Source: an optimization exercise on an open RTL-to-GDS flow (aim: small area, a short achievable clock period and few clock cycles per item). Production flows keep margins and buffers that such runs may drop. In this exercise RTL edits were held to simulation tests only and were not proved equivalent to the original. Power is estimated from default activity; no workload was simulated.

==> run a: inputs <==
==> flow/design.v <==
module rv_multicycle_core #(
  parameter int unsigned     XLEN     = 32,
  parameter int unsigned     NREGS    = 32,
  parameter logic [XLEN-1:0] PC_RESET = '0
) (
  input  logic            clk,
  input  logic            reset,
  output logic            imem_req,
  output logic [XLEN-1:0] imem_addr,
  input  logic            imem_rvalid,
  input  logic [31:0]     imem_rdata,
  input  logic [4:0]      dbg_addr,
  output logic [XLEN-1:0] dbg_data,
  output logic            retire,
  output logic            zero_f,
  output logic            halt
);
  localparam logic [6:0] OPC_R = 7'b0110011;
  localparam logic [6:0] OPC_I = 7'b0010011;
  logic        req_q;
  logic [29:0] pc_q;
  logic        acc;
  assign imem_req  = req_q;
  assign imem_addr = {pc_q, 2'b00};
  assign acc       = req_q & imem_rvalid;
  logic [31:0] w;
  logic [4:0]  w_rs1, w_rs2;
  logic [2:0]  w_f3;
  logic        w_is_r, w_legal;
  assign w      = imem_rdata;
  assign w_rs1  = w[19:15];
  assign w_rs2  = w[24:20];
  assign w_f3   = w[14:12];
  assign w_is_r = w[5];
  always_comb begin
    w_legal = 1'b0;
    if (w[6:0] == OPC_R)
      w_legal = (w[31:25] == 7'b0000000) ||
                (w[31:25] == 7'b0100000 && (w_f3 == 3'b000 || w_f3 == 3'b101));
    else if (w[6:0] == OPC_I) begin
      if (w_f3 == 3'b001)      w_legal = (w[31:25] == 7'b0000000);
      else if (w_f3 == 3'b101) w_legal = (w[31:25] == 7'b0000000) || (w[31:25] == 7'b0100000);
      else                     w_legal = 1'b1;
    end
  end
  logic [31:0] regs [1:31];
  logic [31:0] rs1_val, rs2_val;
  always_comb begin
    rs1_val  = '0;
    rs2_val  = '0;
    dbg_data = '0;
    if (w_rs1 != 5'd0)    rs1_val  = regs[w_rs1];
    if (w_rs2 != 5'd0)    rs2_val  = regs[w_rs2];
    if (dbg_addr != 5'd0) dbg_data = regs[dbg_addr];
  end
  logic        ex_v;
  logic [31:0] op_a, op_b;
  logic [2:0]  ex_f3;
  logic        ex_alt;
  logic [4:0]  ex_rd;
  logic [31:0] alu;
  logic        fwd1, fwd2;
  assign fwd1 = ex_v && (ex_rd == w_rs1) && (w_rs1 != 5'd0);
  assign fwd2 = ex_v && (ex_rd == w_rs2) && (w_rs2 != 5'd0);
  logic [32:0] diff;
  logic        lt_s, lt_u;
  logic [4:0]  shamt;
  assign diff  = {1'b0, op_a} - {1'b0, op_b};
  assign lt_u  = diff[32];
  assign lt_s  = (op_a[31] != op_b[31]) ? op_a[31] : diff[31];
  assign shamt = op_b[4:0];
  always_comb begin
    case (ex_f3)
      3'b000:  alu = ex_alt ? diff[31:0] : (op_a + op_b);
      3'b001:  alu = op_a << shamt;
      3'b010:  alu = {31'd0, lt_s};
      3'b011:  alu = {31'd0, lt_u};
      3'b100:  alu = op_a ^ op_b;
      3'b101:  alu = ex_alt ? 32'($signed(op_a) >>> shamt) : (op_a >> shamt);
      3'b110:  alu = op_a | op_b;
      default: alu = op_a & op_b;
    endcase
  end
  always_ff @(posedge clk) begin
    op_a   <= fwd1 ? alu : rs1_val;
    op_b   <= w_is_r ? (fwd2 ? alu : rs2_val) : {{20{w[31]}}, w[31:20]};
    ex_f3  <= w_f3;
    ex_alt <= w[30] & (w_is_r | w[12]);
    ex_rd  <= w[11:7];
    zero_f <= (alu == 32'd0);
  end
  always_ff @(posedge clk) begin
    for (int i = 1; i < 32; i++) begin
      if (!reset) regs[i] <= '0;
      else if (ex_v && ex_rd == 5'(i)) regs[i] <= alu;
    end
  end
  always_ff @(posedge clk or negedge reset) begin
    if (!reset) begin
      req_q  <= 1'b0;
      pc_q   <= '0;
      ex_v   <= 1'b0;
      retire <= 1'b0;
      halt   <= 1'b0;
    end else begin
      retire <= ex_v;
      ex_v   <= acc & w_legal;
      if (acc) pc_q <= pc_q + 30'd1;
      if (acc & ~w_legal) halt <= 1'b1;
      req_q  <= ~(halt | (acc & ~w_legal));
    end
  end
endmodule
==> flow/run.sh <==
#!/bin/bash
# synth_recipe.tcl (not shown) runs the flow's synth.tcl, then flattens the netlist and writes it again
# the make line also repeats each setting of config.mk as NAME=value (left out here)
make -C /OpenROAD-flow-scripts/flow DESIGN_CONFIG=/design/flow/config.mk WORK_HOME=/design/flow/orfs CLKGATE_MAP_FILE= SYNTH_SCRIPT=/design/flow/synth_recipe.tcl finish
==> flow/config.mk <==
export PLATFORM = sky130hd
export DESIGN_NAME = rv_multicycle_core
export DESIGN_NICKNAME = rv_multicycle_core
export VERILOG_FILES = /design/flow/design.v
export SDC_FILE = /design/flow/constraint.sdc
export NUM_CORES = 4
export LEC_CHECK = 0
export CAP_MARGIN = 20
export CELL_PAD_IN_SITES_DETAIL_PLACEMENT = 2
export CELL_PAD_IN_SITES_GLOBAL_PLACEMENT = 2
export CORE_MARGIN = 2
export CORE_UTILIZATION = 30
export SLEW_MARGIN = 20
==> flow/constraint.sdc <==
create_clock -name core_clock -period 7.0 [get_ports {clk}]
set_input_delay 1.4000 -clock core_clock [delete_from_list [all_inputs] [get_ports {clk}]]
set_output_delay 1.4000 -clock core_clock [all_outputs]
set_load 0.01 [all_outputs]
==> run b (differences from run a) <==
--- a/flow/design.v
+++ b/flow/design.v
@@ -47,2 +47,3 @@
   logic [31:0] rs1_val, rs2_val;
+  logic [31:1] sel1, sel2, seld;
   always_comb begin
@@ -51,5 +52,10 @@
     dbg_data = '0;
-    if (w_rs1 != 5'd0)    rs1_val  = regs[w_rs1];
-    if (w_rs2 != 5'd0)    rs2_val  = regs[w_rs2];
-    if (dbg_addr != 5'd0) dbg_data = regs[dbg_addr];
+    for (int i = 1; i < 32; i++) begin
+      sel1[i]  = (w_rs1 == 5'(i));
+      sel2[i]  = (w_rs2 == 5'(i));
+      seld[i]  = (dbg_addr == 5'(i));
+      rs1_val  = rs1_val  | (regs[i] & {32{sel1[i]}});
+      rs2_val  = rs2_val  | (regs[i] & {32{sel2[i]}});
+      dbg_data = dbg_data | (regs[i] & {32{seld[i]}});
+    end
   end
@@ -57,5 +63,5 @@
   logic [31:0] op_a, op_b;
-  logic [2:0]  ex_f3;
-  logic        ex_alt;
   logic [4:0]  ex_rd;
+  logic        ex_sub, ex_sra, ex_left;
+  logic        s_add, s_sll, s_slt, s_sltu, s_xor, s_sr, s_or, s_and;
   logic [31:0] alu;
@@ -64,35 +70,51 @@
   assign fwd2 = ex_v && (ex_rd == w_rs2) && (w_rs2 != 5'd0);
-  logic [32:0] diff;
+  logic [33:0] sum;
   logic        lt_s, lt_u;
-  logic [4:0]  shamt;
-  assign diff  = {1'b0, op_a} - {1'b0, op_b};
-  assign lt_u  = diff[32];
-  assign lt_s  = (op_a[31] != op_b[31]) ? op_a[31] : diff[31];
-  assign shamt = op_b[4:0];
-  always_comb begin
-    case (ex_f3)
-      3'b000:  alu = ex_alt ? diff[31:0] : (op_a + op_b);
-      3'b001:  alu = op_a << shamt;
-      3'b010:  alu = {31'd0, lt_s};
-      3'b011:  alu = {31'd0, lt_u};
-      3'b100:  alu = op_a ^ op_b;
-      3'b101:  alu = ex_alt ? 32'($signed(op_a) >>> shamt) : (op_a >> shamt);
-      3'b110:  alu = op_a | op_b;
-      default: alu = op_a & op_b;
-    endcase
+  assign sum  = {1'b0, op_a, 1'b1} + {1'b0, op_b ^ {32{ex_sub}}, ex_sub};
+  assign lt_u = ~sum[33];
+  assign lt_s = (op_a[31] != op_b[31]) ? op_a[31] : sum[32];
+  logic [31:0] sh_in, sh_out, sh_rev;
+  always_comb
+    for (int i = 0; i < 32; i++) sh_in[i] = ex_left ? op_a[31-i] : op_a[i];
+  assign sh_out = 32'($signed({ex_sra & op_a[31], sh_in}) >>> op_b[4:0]);
+  always_comb
+    for (int i = 0; i < 32; i++) sh_rev[i] = sh_out[31-i];
+  logic g_add, g_sll, g_slt, g_sltu, g_xor, g_sr, g_or, g_and;
+  assign g_add  = s_add  & reset;
+  assign g_sll  = s_sll  & reset;
+  assign g_slt  = s_slt  & reset;
+  assign g_sltu = s_sltu & reset;
+  assign g_xor  = s_xor  & reset;
+  assign g_sr   = s_sr   & reset;
+  assign g_or   = s_or   & reset;
+  assign g_and  = s_and  & reset;
+  assign alu = ({32{g_add}} & sum[32:1])
+             | ({32{g_sll}} & sh_rev)
+             | ({32{g_sr }} & sh_out)
+             | ({32{g_xor}} & (op_a ^ op_b))
+             | ({32{g_or }} & (op_a | op_b))
+             | ({32{g_and}} & (op_a & op_b))
+             | {31'd0, (g_slt & lt_s) | (g_sltu & lt_u)};
+  always_ff @(posedge clk) begin
+    op_a    <= fwd1 ? alu : rs1_val;
+    op_b    <= w_is_r ? (fwd2 ? alu : rs2_val) : {{20{w[31]}}, w[31:20]};
+    ex_rd   <= w[11:7];
+    ex_sub  <= (w[30] & w_is_r) | (w_f3[2:1] == 2'b01);
+    ex_sra  <= w[30];
+    ex_left <= ~w_f3[2];
+    s_add   <= (w_f3 == 3'b000);
+    s_sll   <= (w_f3 == 3'b001);
+    s_slt   <= (w_f3 == 3'b010);
+    s_sltu  <= (w_f3 == 3'b011);
+    s_xor   <= (w_f3 == 3'b100);
+    s_sr    <= (w_f3 == 3'b101);
+    s_or    <= (w_f3 == 3'b110);
+    s_and   <= (w_f3 == 3'b111);
+    zero_f  <= (alu == 32'd0);
   end
-  always_ff @(posedge clk) begin
-    op_a   <= fwd1 ? alu : rs1_val;
-    op_b   <= w_is_r ? (fwd2 ? alu : rs2_val) : {{20{w[31]}}, w[31:20]};
-    ex_f3  <= w_f3;
-    ex_alt <= w[30] & (w_is_r | w[12]);
-    ex_rd  <= w[11:7];
-    zero_f <= (alu == 32'd0);
-  end
-  always_ff @(posedge clk) begin
-    for (int i = 1; i < 32; i++) begin
-      if (!reset) regs[i] <= '0;
-      else if (ex_v && ex_rd == 5'(i)) regs[i] <= alu;
-    end
-  end
+  logic [31:1] wen;
+  always_comb
+    for (int i = 1; i < 32; i++) wen[i] = (ex_v && ex_rd == 5'(i)) || !reset;
+  always_ff @(posedge clk)
+    for (int i = 1; i < 32; i++) if (wen[i]) regs[i] <= alu;
   always_ff @(posedge clk or negedge reset) begin
==> flow/flow/run.sh (new file) <==
#!/bin/bash
# The standard layout (standard.sh) with one change: clock tree synthesis runs without
# dummy loads. Everything else, synthesis included, is the standard flow with config.mk's knobs.
set -euo pipefail
cat >> config.mk <<'EOT'
export CTS_ARGS = -sink_clustering_enable -repair_clock_nets -sink_clustering_size 30 -sink_clustering_max_diameter 60 -dont_use_dummy_load
EOT
bash standard.sh > standard.log 2>&1
==> flow/standard.sh (new file) <==
#!/bin/bash
# synth_recipe.tcl (not shown) runs the flow's synth.tcl, then flattens the netlist and writes it again
# the make line also repeats each setting of config.mk as NAME=value (left out here)
make -C /OpenROAD-flow-scripts/flow DESIGN_CONFIG=/design/flow/config.mk WORK_HOME=/design/flow/orfs CLKGATE_MAP_FILE= SYNTH_SCRIPT=/design/flow/synth_recipe.tcl "${@:-finish}"
--- a/flow/config.mk
+++ b/flow/config.mk
@@ -12,2 +12,5 @@
 export CORE_UTILIZATION = 30
+export SETUP_SLACK_MARGIN = 2.2
 export SLEW_MARGIN = 20
+export TNS_END_PERCENT = 30
+export CTS_ARGS = -sink_clustering_enable -repair_clock_nets -sink_clustering_size 30 -sink_clustering_max_diameter 60 -dont_use_dummy_load
removed: flow/run.sh
==> qor summary <==
metric                                                               run b                     run a
Initial core utilization                                            30.23%                    30.13%
Run status                                                  finished clean  finished with violations
Violated checks                                                          -      negative setup slack
Post-Route Utilization                                              36.82%                    35.63%
Post-cts repair resize count                                           353                         0
Total of plain and repair buffers excluding clock buffers              585                       572
Yosys reg bits                                                       1,107                     1,100
Startpoint of the most critical setup path                     dbg_addr[3]               dbg_addr[4]
Number of cells on the worst hold path                                   1                         0
Clock group share of total power                                     27.1%                     48.3%
Final critical-path share of the clock period                       71.47%                    101.1%
Net switching power                                               6.891 mW                  4.896 mW
Reg2Reg Capture Point                                               zero_f                regs[6][0]
Count of flip-flops with a built-in enable after synthesis             992                         0
Via count of the first global-routing pass                          57,836                    81,005
Clock network share of area                                         3.784%                    6.118%
Worst setup margin                                                 1997 ps                 -74.06 ps
Testbench counts of run a, summed over its fixed seeds: cycles 4,589, instrs 3,200.
Testbench counts of run b, summed over its fixed seeds: cycles 4,589, instrs 3,200.

==> separate check: timing with driven ports <==
No port has a modelled driver above. Below, the same layouts with a new extraction and two added sets of constraints.
Step 1 sets driving cells, clkbuf_16 on the clock port and buf_2 on the other inputs (assumed; they add their load-dependent delay and slew).
Step 2 also shifts input and output timing later by t, the mid clock arrival at the registers, as if the neighbouring blocks saw the same clock.
Three values: ideal, step 1, step 2; two values: the first two.
run	t, ns	setup WS [ns]	worst setup path after step 2	latest minus earliest clock arrival (ns)
run a	0.937	-0.074 / -0.191 / -0.191	input to output	0.062 / 0.062
run b	0.866	1.997 / 1.912 / 1.196	input to register	0.130 / 0.129
For run b, which loses most, drivers alone change the setup slack by -0.085 ns; drivers and shift together by -0.801 ns.
